From an optimization exercise on the open Yosys and OpenROAD flow, aimed at small area, a short achievable clock period and few clock cycles per item; shortcuts taken in it are not production practice. Function was checked by simulation only, so behaviour that the tests miss may differ from the original.

==> flow/design.v (excerpt) <==
module des_core
(
	input  logic        clk,
	input  logic        rst,
	input  logic        i_start,
	input  logic        i_mode,
	input  logic [63:0] i_key,
	input  logic [63:0] i_block,
	output logic        o_valid,
	output logic [63:0] o_block
);
	logic       act;
	logic       vld;
	logic [3:0] cnt;
	logic       mode_q;
	logic       act_next;
	logic       vld_next;
	logic       mode_next;
	logic       one_next;
	logic       sel_l1, sel_l2, sel_r1, sel_r2;
	assign vld_next  = act && !vld && (cnt == 4'd15);
	assign act_next  = act ? !vld : i_start;
	assign mode_next = act ? mode_q : i_mode;
	assign one_next  = !act || (cnt == 4'd6) || (cnt == 4'd13) || (cnt == 4'd14);
	always_ff @(posedge clk or posedge rst)
	begin
		if (rst)
		begin
			act    <= 1'b0;
			vld    <= 1'b0;
			sel_l1 <= 1'b0;
			sel_l2 <= 1'b0;
			sel_r1 <= 1'b0;
			sel_r2 <= 1'b0;
		end
		else
		begin
			act    <= act_next;
			vld    <= vld_next;
			sel_l1 <= act_next && !mode_next && one_next;
			sel_l2 <= act_next && !mode_next && !one_next;
  ...
==> flow/config.mk <==
export PLATFORM = sky130hd
export DESIGN_NAME = des_core
export DESIGN_NICKNAME = des_core
export VERILOG_FILES = /design/flow/design.v
export SDC_FILE = /design/flow/constraint.sdc
export NUM_CORES = 4
export LEC_CHECK = 0
export CAP_MARGIN = 20
export CORE_MARGIN = 2
export CORE_UTILIZATION = 55
export CTS_BUF_LIST = sky130_fd_sc_hd__clkbuf_4 sky130_fd_sc_hd__clkbuf_8
export SETUP_SLACK_MARGIN = 1.5
export SLEW_MARGIN = 20
==> flow/constraint.sdc <==
create_clock -name core_clock -period 4.0 [get_ports {clk}]
set_input_delay 0.8000 -clock core_clock [delete_from_list [all_inputs] [get_ports {clk}]]
set_output_delay 0.8000 -clock core_clock [all_outputs]
set_load 0.01 [all_outputs]
standard.sh (not shown) runs the stock make flow with config.mk's settings and CLKGATE_MAP_FILE= SYNTH_SCRIPT=/design/flow/synth_recipe.tcl, a recipe that flattens the netlist after the stock synthesis.
==> flow/flow/run.sh <==
#!/bin/bash
# Own layout flow: the standard ORFS flow with two changes.
#  1. Synthesis: ORFS's synthesis script unchanged, but with an area-oriented ABC
#     script (flow/abc_map.script) and without the half/full-adder extraction.
#     a222oi is not used: its pins are hard to reach for the router.
#  2. Port buffers: buffer_ports uses the smallest buffer (buf_1).
#  3. Clock tree: clkbuf_4/clkbuf_8 only, and no dummy loads.
# Every tool's output goes to the ORFS logs under orfs/logs and to flow_*.log here.
set -euo pipefail
WORK=$(pwd)
R=$WORK/orfs/results/$FLOW_PLATFORM/des_core/base

# private copy of the ORFS scripts folder for synthesis, with our ABC script
rm -rf "$WORK/synth_scripts"
cp -r "$FLOW_HOME/scripts" "$WORK/synth_scripts"
cp "$WORK/flow/abc_map.script" "$WORK/synth_scripts/abc_area.script"
sed -i 's/^set lib_dont_use_args ""$/set lib_dont_use_args "-dont_use sky130_fd_sc_hd__a222oi_1"/' \
	"$WORK/synth_scripts/synth_preamble.tcl"
grep -q 'a222oi' "$WORK/synth_scripts/synth_preamble.tcl"

SCRIPTS_DIR="$WORK/synth_scripts" ABC_AREA=1 ADDER_MAP_FILE= \
	bash standard.sh synth > "$WORK/flow_synth.log" 2>&1

BUFFER_PORTS_ARGS="-buffer_cell sky130_fd_sc_hd__buf_1" \
	CTS_ARGS="-sink_clustering_enable -repair_clock_nets -buf_list {sky130_fd_sc_hd__clkbuf_4 sky130_fd_sc_hd__clkbuf_8} -dont_use_dummy_load" \
	bash standard.sh > "$WORK/flow_layout.log" 2>&1
==> flow/flow/abc_map.script <==
strash; &get -n; &fraig -x; &put; dc2; strash; &get -n; &dch -f; &nf -R 1000; &put
Testbench counts at the start, summed over its fixed seeds: cycles 43,200, items 2,400.
Rerun with:
CORE_UTILIZATION = 45   (was 55)
After rerunning: Final cell count came out higher by a few percent; wire length came out higher by a few percent; setup slack hardly moves; area after synthesis does not change; die area came out higher by about a fifth; cell area came out higher slightly; global-route usage came out lower by 3.3 points; clock-buffer cell count stays the same; fmax hardly moves.
Rerun with:
CORE_UTILIZATION = 40   (was 45)
Maximum frequency rises by 1.0%.
Core utilization falls by 5.8 points.
Final area rises by 0.79%.
Worst setup slack gets better by 0.025 ns.
Global-route usage falls by 3.3 points.
Register-to-register slack gets better by 0.02 ns.
Cell count rises by 1.1%.
Rerun with:
--- a/flow/flow/run.sh
+++ b/flow/flow/run.sh
@@ -7 +6,0 @@
-#  3. Clock tree: clkbuf_4/clkbuf_8 only, and no dummy loads.
@@ -25 +23,0 @@
-	CTS_ARGS="-sink_clustering_enable -repair_clock_nets -buf_list {sky130_fd_sc_hd__clkbuf_4 sky130_fd_sc_hd__clkbuf_8} -dont_use_dummy_load" \
CORE_UTILIZATION = 55   (was 40)
SETUP_SLACK_MARGIN = 1.7   (was 1.5)
Outcome:
- The changed run ran to the end with no violations
- first-iteration DRC count climbs by 7.9%
- via count went up by 3.8%
- global-route usage is higher by 8.7 points
- cell count goes down by 2.0%
- setup slack gets worse by 0.047 ns
- register-to-register slack improves by 0.17 ns
- wire length went up by 0.49%
- hold slack stays flat
- clock-buffer cell count does not change

* * *

des_core, a different RTL version from the one above (not shown whole).
Size: about 1,200 cells after synthesis, roughly 130 flip-flops, about 200 I/O pins, roughly 8900 sq um of cells after synthesis.
Settings: LEC_CHECK=0, CAP_MARGIN=5, CORE_MARGIN=2, CORE_UTILIZATION=40, CTS_BUF_LIST=sky130_fd_sc_hd__clkbuf_4 sky130_fd_sc_hd__clkbuf_8, SETUP_SLACK_MARGIN=1.5, SLEW_MARGIN=5; clock period 4.0 ns.
==> flow/flow/run.sh <==
#!/bin/bash
# Own layout flow: the standard ORFS flow with two changes.
#  1. Synthesis: ORFS's synthesis script unchanged, but with an area-oriented ABC
#     script (flow/abc_map.script) and without the half/full-adder extraction.
#     a222oi is not used: its pins are hard to reach for the router.
#  2. Port buffers: buffer_ports uses the smallest buffer (buf_1).
#  3. Clock tree: clkbuf_4/clkbuf_8 only, and no dummy loads.
# Every tool's output goes to the ORFS logs under orfs/logs and to flow_*.log here.
set -euo pipefail
WORK=$(pwd)
R=$WORK/orfs/results/$FLOW_PLATFORM/des_core/base

# private copy of the ORFS scripts folder for synthesis, with our ABC script
rm -rf "$WORK/synth_scripts"
cp -r "$FLOW_HOME/scripts" "$WORK/synth_scripts"
cp "$WORK/flow/abc_map.script" "$WORK/synth_scripts/abc_area.script"
sed -i 's/^set lib_dont_use_args ""$/set lib_dont_use_args "-dont_use sky130_fd_sc_hd__a222oi_1"/' \
	"$WORK/synth_scripts/synth_preamble.tcl"
grep -q 'a222oi' "$WORK/synth_scripts/synth_preamble.tcl"

SCRIPTS_DIR="$WORK/synth_scripts" ABC_AREA=1 ADDER_MAP_FILE= \
	bash standard.sh synth > "$WORK/flow_synth.log" 2>&1

BUFFER_PORTS_ARGS="-buffer_cell sky130_fd_sc_hd__buf_1" \
	CTS_ARGS="-sink_clustering_enable -repair_clock_nets -buf_list {sky130_fd_sc_hd__clkbuf_4 sky130_fd_sc_hd__clkbuf_8} -dont_use_dummy_load" \
	bash standard.sh > "$WORK/flow_layout.log" 2>&1
Scripts as last shown in full above: flow/flow/abc_map.script
The starting point completed without violations.
Testbench counts at the start, summed over its fixed seeds: cycles 43,200, items 2,400.
Next try:
--- a/flow/flow/run.sh
+++ b/flow/flow/run.sh
@@ -6,3 +6,2 @@
 #  2. Port buffers: buffer_ports uses the smallest buffer (buf_1).
-#  3. Clock tree: clkbuf_4/clkbuf_8 only, and no dummy loads.
 # Every tool's output goes to the ORFS logs under orfs/logs and to flow_*.log here.
@@ -24,3 +23,2 @@
 BUFFER_PORTS_ARGS="-buffer_cell sky130_fd_sc_hd__buf_1" \
-	CTS_ARGS="-sink_clustering_enable -repair_clock_nets -buf_list {sky130_fd_sc_hd__clkbuf_4 sky130_fd_sc_hd__clkbuf_8} -dont_use_dummy_load" \
 	bash standard.sh > "$WORK/flow_layout.log" 2>&1
--- a/flow/config.mk
+++ b/flow/config.mk
@@ -7,7 +7,7 @@
 export LEC_CHECK = 0
-export CAP_MARGIN = 5
+export CAP_MARGIN = 20
 export CORE_MARGIN = 2
-export CORE_UTILIZATION = 40
+export CORE_UTILIZATION = 55
 export CTS_BUF_LIST = sky130_fd_sc_hd__clkbuf_4 sky130_fd_sc_hd__clkbuf_8
 export SETUP_SLACK_MARGIN = 1.5
-export SLEW_MARGIN = 5
+export SLEW_MARGIN = 20
What happened:
- via count climbs by 1.6%
- cell area grows by 0.49%
- sequential cell count does not change
Next try:
--- a/flow/flow/run.sh
+++ b/flow/flow/run.sh
@@ -4,3 +4,2 @@
 #     script (flow/abc_map.script) and without the half/full-adder extraction.
-#     a222oi is not used: its pins are hard to reach for the router.
 #  2. Port buffers: buffer_ports uses the smallest buffer (buf_1).
@@ -15,5 +14,2 @@
 cp "$WORK/flow/abc_map.script" "$WORK/synth_scripts/abc_area.script"
-sed -i 's/^set lib_dont_use_args ""$/set lib_dont_use_args "-dont_use sky130_fd_sc_hd__a222oi_1"/' \
-	"$WORK/synth_scripts/synth_preamble.tcl"
-grep -q 'a222oi' "$WORK/synth_scripts/synth_preamble.tcl"
 
==> flow/flow/abc_map.script (replaced) <==
strash; ifraig; dc2; dch -f; map -a; topo
--- a/flow/config.mk
+++ b/flow/config.mk
@@ -10,3 +10,2 @@
 export CORE_UTILIZATION = 55
-export CTS_BUF_LIST = sky130_fd_sc_hd__clkbuf_4 sky130_fd_sc_hd__clkbuf_8
 export SETUP_SLACK_MARGIN = 1.5
What happened: Sequential cell count stays the same; design area rose by 2.0%; non-clock buffer count increases by 3; cell count grows by 18%; routed wire length goes up by 5.7%.

[port drivers added, routing unchanged]
How much do the figures lean on ideal ports? The routed layouts below were timed once more, with nothing changed but the port constraints. Step 1: set_driving_cell puts a clkbuf_16 on clk and a buf_2 on each other input, an assumption about the parent block. Step 2 moves the port delays by t, midway between the first and last clock arrival at a register: inputs arrive t later, outputs are due t later. That takes back most of the time a late clock gives input paths. Three values: ideal, step 1, step 2; two values: the first two.
run | t, ns | setup WS [ns] | worst hold slack (ns) | worst register clock-pin slew, ns
the first run of note 1 | 0.474 | 1.583 / 1.543 / 1.549 | 0.182 / 0.164 / 0.474 | 0.09 / 0.09
the second run of note 1 | 0.489 | 1.582 / 1.582 / 1.582 | 0.175 / 0.151 / 0.486 | 0.10 / 0.10
the third run of note 1 | 0.492 | 1.607 / 1.607 / 1.607 | 0.167 / 0.143 / 0.481 | 0.10 / 0.10
the fourth run of note 1 | 0.502 | 1.560 / 1.521 / 1.576 | 0.168 / 0.150 / 0.487 | 0.10 / 0.10
the first run of note 2 | 0.477 | 1.540 / 1.540 / 1.540 | 0.163 / 0.143 / 0.491 | 0.08 / 0.08
the second run of note 2 | 0.504 | 1.613 / 1.613 / 1.613 | 0.142 / 0.120 / 0.497 | 0.09 / 0.09
the third run of note 2 | 0.472 | 1.598 / 1.598 / 1.598 | 0.187 / 0.160 / 0.454 | 0.06 / 0.06
After both steps every run listed still meets setup and hold. For the first run of note 1, which loses most, drivers alone change the setup slack by -0.040 ns; drivers and shift together by -0.034 ns.
